Context: an optimization exercise on an open-source flow, tuned for small area. The choices shown serve that exercise and are no tape-out recipe.
In this exercise RTL edits were held to simulation tests only and were not proved equivalent to the original.
Power figures rest on the tool's default switching activity, not on a simulated workload.

[design/flow/design.v]
package dprio_c3gxb_pkg;
  typedef enum logic [1:0] {
    IDLE,
    ADDR_FRAME,
    DATA_FRAME,
    COMPLETE
  } state_t;
  localparam logic [7:0] WIN_BASE   = 8'hC0;
  localparam logic [3:0] REG_C01    = 4'd1;
  localparam logic [3:0] REG_C02    = 4'd2;
  localparam int         CAL_MSB    = 10;
  localparam int         CAL_LSB    = 3;
  localparam int         CAL_EN_BIT = 6;
  function automatic int ch_width(input int n);
    ch_width = (n > 1) ? $clog2(n) : 1;
  endfunction
endpackage
module dprio_resp_regbank (
  input  logic        clock,
  input  logic        reset,
  input  logic        wr_en,       
  input  logic [1:0]  wr_bank,
  input  logic [4:0]  wr_slot,
  input  logic [15:0] wr_data,
  output logic [4:0]  slot,        
  output logic [63:0] loop_in      
);
  logic        clearing;
  logic [511:0] sr0, sr1, sr2, sr3;
  logic        hit_slot;
  always_ff @(posedge clock) begin
    if (reset) begin
      slot     <= '0;
      clearing <= 1'b1;
    end else begin
      slot     <= slot + 5'd1;
      if (slot == 5'd31) clearing <= 1'b0;
    end
  end
  assign hit_slot = wr_en && (slot == wr_slot);
  always_comb begin
    for (int b = 0; b < 4; b++) begin
      logic [15:0] old;
      case (b)
        0: old = sr0[511:496];
        1: old = sr1[511:496];
        2: old = sr2[511:496];
        default: old = sr3[511:496];
      endcase
      if (hit_slot && wr_bank == 2'(b)) loop_in[16*b +: 16] = wr_data;
      else if (clearing)                loop_in[16*b +: 16] = (slot[3:0] == 4'd2) ? 16'h0004 : 16'h0000;
      else                              loop_in[16*b +: 16] = old;
    end
  end
  always_ff @(posedge clock) begin
    sr0 <= {sr0[495:0], loop_in[15:0]};
    sr1 <= {sr1[495:0], loop_in[31:16]};
    sr2 <= {sr2[495:0], loop_in[47:32]};
    sr3 <= {sr3[495:0], loop_in[63:48]};
  end
endmodule
import dprio_c3gxb_pkg::*;
module dprio_resp_c3gxb (
  input  logic        clock,
  input  logic        reset,
  input  logic [15:0] dprio_addr,
  input  logic [8:0]  quad_addr,
  input  logic [15:0] dprio_wrdata,
  input  logic        dprio_wren,
  input  logic        dprio_rden,
  input  logic        retain_addr,
  output logic        dprio_busy,
  output logic [15:0] dprio_rddata,
  output logic        protocol_err,
  output logic [7:0]  testbuses
);
  localparam logic [5:0] FRAME_LAST = 6'd33;
  dprio_c3gxb_pkg::state_t state;
  logic [5:0]  frame_cnt;
  logic        in_frame, frame_done, req, retain_ok, in_hit;
  logic        cur_hit, last_hit, cur_write, last_valid;
  logic [2:0]  cur_ch, last_ch;
  logic [3:0]  cur_idx, last_idx;
  logic [15:0] cur_data;           
  logic [7:0]  cal_en, cal_ge;
  logic [4:0]  slot;
  logic [63:0] loop_in;
  logic [15:0] rd_word;
  logic        fetch;
  assign req        = dprio_wren | dprio_rden;
  assign retain_ok  = dprio_wren & retain_addr & last_valid;
  assign in_frame   = (state == ADDR_FRAME) || (state == DATA_FRAME);
  assign frame_done = (frame_cnt == FRAME_LAST);
  assign dprio_busy = in_frame;
  assign in_hit     = (dprio_addr[15:14] == 2'b00) && !quad_addr[8] &&
                      (dprio_addr[11:4] == WIN_BASE) && (quad_addr[7:1] == 7'd0);
  always_ff @(posedge clock) begin
    if (reset) begin
      state     <= IDLE;
      frame_cnt <= '0;
    end else begin
      case (state)
        IDLE:       if (req) state <= retain_ok ? DATA_FRAME : ADDR_FRAME;
        ADDR_FRAME: if (frame_done) state <= DATA_FRAME;
        DATA_FRAME: if (frame_done) state <= COMPLETE;
        default:    state <= IDLE;
      endcase
      frame_cnt <= (in_frame && !frame_done) ? frame_cnt + 6'd1 : 6'd0;
    end
  end
  assign rd_word = loop_in[16*cur_ch[2:1] +: 16];
  assign fetch   = in_frame && !cur_write && (slot == {cur_ch[0], cur_idx});
  always_ff @(posedge clock) begin
    if (reset) begin
      last_valid   <= 1'b0;
      cur_write    <= 1'b0;
      dprio_rddata <= '0;
      protocol_err <= 1'b0;
    end else begin
      protocol_err <= (state == IDLE) ?
                      (dprio_wren && (dprio_rden || (retain_addr && !last_valid))) : req;
      if (state == IDLE && req) cur_write <= dprio_wren;
      if (state == ADDR_FRAME && frame_done) last_valid <= 1'b1;
      if (state == DATA_FRAME && frame_done && !cur_write)
        dprio_rddata <= cur_hit ? cur_data : 16'h0000;
    end
  end
  always_ff @(posedge clock) begin
    if (state == IDLE && req) begin
      cur_data <= dprio_wrdata;
      cur_hit  <= retain_ok ? last_hit : in_hit;
      cur_ch   <= retain_ok ? last_ch  : {quad_addr[0], dprio_addr[13:12]};
      cur_idx  <= retain_ok ? last_idx : dprio_addr[3:0];
    end else if (fetch) begin
      cur_data <= rd_word;
    end
    if (state == ADDR_FRAME && frame_done) begin
      last_hit <= cur_hit;
      last_ch  <= cur_ch;
      last_idx <= cur_idx;
    end
  end
  always_ff @(posedge clock) begin
    if (reset) begin
      cal_en    <= '0;
      cal_ge    <= '0;
      testbuses <= '0;
    end else begin
      testbuses <= cal_en & cal_ge;
      if (state == COMPLETE && cur_write && cur_hit) begin
        if (cur_idx == REG_C01) cal_ge[cur_ch] <= (cur_data[CAL_MSB:CAL_LSB] >= 8'h30);
        if (cur_idx == REG_C02) cal_en[cur_ch] <= cur_data[CAL_EN_BIT];
      end
    end
  end
  dprio_resp_regbank u_regbank (
    .clock   (clock),
    .reset   (reset),
    .wr_en   (cur_write && cur_hit),
    .wr_bank (cur_ch[2:1]),
    .wr_slot ({cur_ch[0], cur_idx}),
    .wr_data (cur_data),
    .slot    (slot),
    .loop_in (loop_in)
  );
endmodule
module dprio_resp_top (
  input  logic        clock,
  input  logic        reset,
  input  logic [15:0] dprio_addr,
  input  logic [8:0]  quad_addr,
  input  logic [15:0] dprio_wrdata,
  input  logic        dprio_wren,
  input  logic        dprio_rden,
  input  logic        retain_addr,
  output logic        dprio_busy,
  output logic [15:0] dprio_rddata,
  output logic        protocol_err,
  output logic [7:0]  testbuses
);
  dprio_resp_c3gxb u_resp (
    .clock        (clock),
    .reset        (reset),
    .dprio_addr   (dprio_addr),
    .quad_addr    (quad_addr),
    .dprio_wrdata (dprio_wrdata),
    .dprio_wren   (dprio_wren),
    .dprio_rden   (dprio_rden),
    .retain_addr  (retain_addr),
    .dprio_busy   (dprio_busy),
    .dprio_rddata (dprio_rddata),
    .protocol_err (protocol_err),
    .testbuses    (testbuses)
  );
endmodule
[design/flow/run.sh]
#!/bin/bash
# synth_recipe.tcl (not shown) runs the flow's synth.tcl, then flattens the netlist and writes it again
# the make line also repeats each setting of config.mk as NAME=value (left out here)
make -C /OpenROAD-flow-scripts/flow DESIGN_CONFIG=/design/flow/config.mk WORK_HOME=/design/flow/orfs CLKGATE_MAP_FILE= SYNTH_SCRIPT=/design/flow/synth_recipe.tcl finish
[design/flow/config.mk]
export PLATFORM = sky130hd
export DESIGN_NAME = dprio_resp_top
export DESIGN_NICKNAME = dprio_resp_top
export VERILOG_FILES = /design/flow/design.v
export SDC_FILE = /design/flow/constraint.sdc
export NUM_CORES = 4
export LEC_CHECK = 0
export CAP_MARGIN = 20
export CORE_MARGIN = 2
export CORE_UTILIZATION = 40
export SLEW_MARGIN = 20
[design/flow/constraint.sdc]
create_clock -name core_clock -period 8.0 [get_ports {clock}]
set_input_delay 1.6000 -clock core_clock [delete_from_list [all_inputs] [get_ports {clock}]]
set_output_delay 1.6000 -clock core_clock [all_outputs]
set_load 0.01 [all_outputs]
==> results.json <==
{
  "status": "complete, no violations",
  "critPathTopFamily": "buffers and inverters",
  "timing.critical_path.buf_inv": 2,
  "grt_use_total_pct": 10.84,
  "setup_ws_ns": 4.072,
  "drtIter0Drc": 954,
  "pre_cts_ws_ns": 4.242,
  "cts.path.max_buffers": 3,
  "cp_max_fo": 5,
  "htreeDepth": 4,
  "holdBufCountCts": 0,
  "synth_xor_area_share_pct": 0.2437,
  "synthTopCellsByArea": "dfxtp_1 (90%), edfxtp_1 (2.1%), mux2_2 (1.4%)",
  "ctsRootBufferMaster": "clkbuf_16",
  "wl_per_cell_um": 14.08,
  "fp-row-count": 125,
  "arrival_ns": 2.33,
  "post-synth-top-area-cell": "dfxtp_1",
  "multi_input_area_um2": 3357,
  "cts_resized": 0,
  "drt-pass1-iter-count": 5,
  "end_kind": "output pin",
  "crit_path_top_delay_cell": "clkdlybuf4s50_1",
  "fin_tns_setup_ns": 0,
  "hold_violations": 0,
  "synth_seq_cells": 2137,
  "grt_max_degree": 60,
  "worstHoldPathType": "reg2reg",
  "synth_ff_type": "dfxtp_1",
  "irDropWorstVdd_mv": 0.2250,
  "drt-vias-per-instance": 4.011,
  "crit_chain": "inv_1 > ha_1 > clkdlybuf4s50_1",
  "vias": 18240,
  "synth-seq-area-share_pct": 92.24,
  "place_congestion": 0.7952,
  "synthesis.area_um2": 46730,
  "synth_top_area_share_pct": 90.18,
  "p_leak_uw": 0.02176,
  "synth-simple-area-share_pct": 2.688,
  "nets": 2935,
  "cpPeakStageDelay_ns": 0.61,
  "final_design_area_no_fill_um2": 55430,
  "grt_pass1_wl_mm": 100.6,
  "p_per_area_nw_per_um2": 366.1,
  "post_cts_buffers": 0,
  "start_kind": "flip-flop",
  "dp.cells": 4221,
  "crit_required_ns": 6.40,
  "fmax_ghz": 0.2546,
  "synth.area.mux_share_pct": 2.397,
  "cap_violations": 0,
  "cts_buffers": 178,
  "synth.avg_cell_area_um2": 17.54,
  "syn_nets": 2722,
  "n_fill_cell": 9650,
  "clkTransAtPathRegs_ns": 0.06,
  "rsz0062_at_grt": "no",
  "port_buffers": 71,
  "max-slew-margin-rel_pct": 38.00,
  "ys_warn_count": 2,
  "clock_skew_ns": 0.03521,
  "seq_area_um2": 43100,
  "wirelength_mm": 64.05,
  "grt_pass1_vias": 17880,
  "globalRoute.totalOverflow": 0,
  "design.die.area_um2": 119600,
  "synth.distinct_cells": 49,
  "syn_to_final_growth_pct": 18.63,
  "ios": 72,
  "netlist_instances": 2664,
  "insertion_delay_ns": 0.76,
  "cts.sinks": 2137,
  "criticalPathCategory": "reg2out",
  "synth_edf_count": 32,
  "dp_hpwl_mm": 37.44,
  "stdcell_count": 4548,
  "core-area_um2": 116000,
  "drc_errors": 0,
  "start_util_pct": 40.27,
  "dieHeight_um": 345.8,
  "synthArstFlopShare_pct": 0,
  "period_needed_ns": 3.928,
  "worstMarginPinSlew_ns": 0.9274,
  "slew_violations": 0,
  "die_w_um": 345.8,
  "fin_crit_sh_pct": 49.10,
  "cts_tree": "done",
  "finalSetupViolCount": 0,
  "synthAdderAreaFrac_pct": 0.3213,
  "synth-compound-area-share_pct": 1.526,
  "drive_gt1_share_pct": 12.99,
  "antenna_found_initial": 5,
  "ant_nets": 0,
  "placed_area_um2": 49200,
  "synth_top_family_by_area": "simple AND/OR/NAND/NOR gates",
  "fin_util_pct": 47.77
}
## cells in the final DEF (no fill, tap or decap), types with 29 or more instances in the layout
master and instances:
clkdlybuf4s50_1 70, dfxtp_1 2104, clkbuf_1 29, clkbuf_8 41
mux2_2 57, nand2_1 46, clkbuf_16 185, nor2b_1 63
edfxtp_1 32, nor2_1 37, a21oi_1 51
## logic make-up after synthesis
family / Yosys count
compound gates: 121
xor+xnor: 13
fa+ha+maj: 12
buf+inv: 64
flops: 2137
mux: 84
simple gates: 233
## cell type report
| class | count | share of cell area [%] |
|---|---|---|
| multi-input combinational | 463 | 6.056 |
| antenna | 7 | 0.03160 |
| clock inverter | 65 | 1.643 |
| sequential | 2137 | 77.76 |
| tap | 1524 | 3.440 |
| timing repair buffer | 79 | 1.381 |
| inverter | 18 | 0.1219 |
| clock buffer | 255 | 9.566 |
## registers in the layout, indices dropped and copies added, names as in the netlist, 2 cells and up
name	flops
u_resp.u_regbank.sr0	512
u_resp.u_regbank.sr1	512
u_resp.u_regbank.sr2	512
u_resp.u_regbank.sr3	512
u_resp.cur_data	16
u_resp.dprio_rddata	16
u_resp.cal_en	8
u_resp.cal_ge	8
u_resp.testbuses	8
u_resp.frame_cnt	6
u_resp.u_regbank.slot	5
u_resp.cur_idx	4
u_resp.last_idx	4
u_resp.cur_ch	3
u_resp.last_ch	3
u_resp.state	2
## worst register-to-register path, cell delays in order (launching register included)
cell and delay (ns):
edfxtp_1 0.88, and2_1 0.32, nand3_2 0.48, or4_1 0.77, buf_4 0.32, mux2_4 0.34
## cell usage after synthesis, types with 11 or more instances
library cell,n
nand2_1,46
mux4_2,13
nor2b_1,63
nand3_1,28
mux2_2,57
o211ai_1,14
nor2_1,37
o21ai_0,24
a21oi_1,51
edfxtp_1,32
nand4_1,11
ha_1,12
clkbuf_1,34
a31oi_1,17
dfxtp_1,2105
inv_1,18
## final timing paths
path / startpoint / to / slack [ns] / depth (start not counted)
setup reg to reg: u_resp.cur_hit$_DFFE_PP_ / u_resp.u_regbank.sr1[12]$_DFF_P_ / 4.77 / 5
hold reg to reg: u_resp.u_regbank.sr0[68]$_DFF_P_ / u_resp.u_regbank.sr0[84]$_DFF_P_ / 0.31 / 0
hold / removal: u_resp.u_regbank.sr0[68]$_DFF_P_ / u_resp.u_regbank.sr0[84]$_DFF_P_ / 0.31 / 0
setup / recovery: u_resp.state[1]$_SDFFE_PP0P_ / dprio_busy / 4.07 / 3
## power breakdown
part | internal [uW] | switching [uW]
clock network | 5140 | 3670
registers | 10800 | 191
logic | 161 | 289
## stage by stage
| stage | hold slack, ns | total power, uW |
|---|---|---|
| after CTS | 0.3024 | 20510 |
| after global placement | 0.3098 | 11700 |
| after global routing | 0.3119 | 21020 |
| final | 0.3076 | 20290 |
| after detailed placement | 0.3121 | 11710 |
| after floorplan | 0.3096 | 11480 |
## per-layer routing
layer,part of all wire [%],GRT usage (%),wire [um]
met5,0.020,0,13
met3,7.1,3.507,4574
met2,36,13.25,23210
met1,54,16.93,34650
met4,2.5,4.732,1601

## what the ideal ports hide
The results above use ideal ports. As a check the final layout listed here was re-extracted and re-timed, cells and wires unchanged. Step 1 assumes that a clkbuf_16 drives the clock port and a buf_2 every other input. Step 2 times the ports against the registers' clock, not the clock port: input delays grow and output delays shrink by t, the midpoint of the rising clock arrivals with the driver on. Three values: ideal, step 1, step 2; two values: the first two.
t, ns: 0.810
slack for setup (ns): 4.072 / 4.005 / 4.189
clock arrival spread, ns: 0.036 / 0.036
worst slew at a driven data input, ns: 0.08
After both steps setup and hold are still met in this run. The setup slack of this run moves by -0.067 ns with the drivers and by +0.117 ns with both steps.
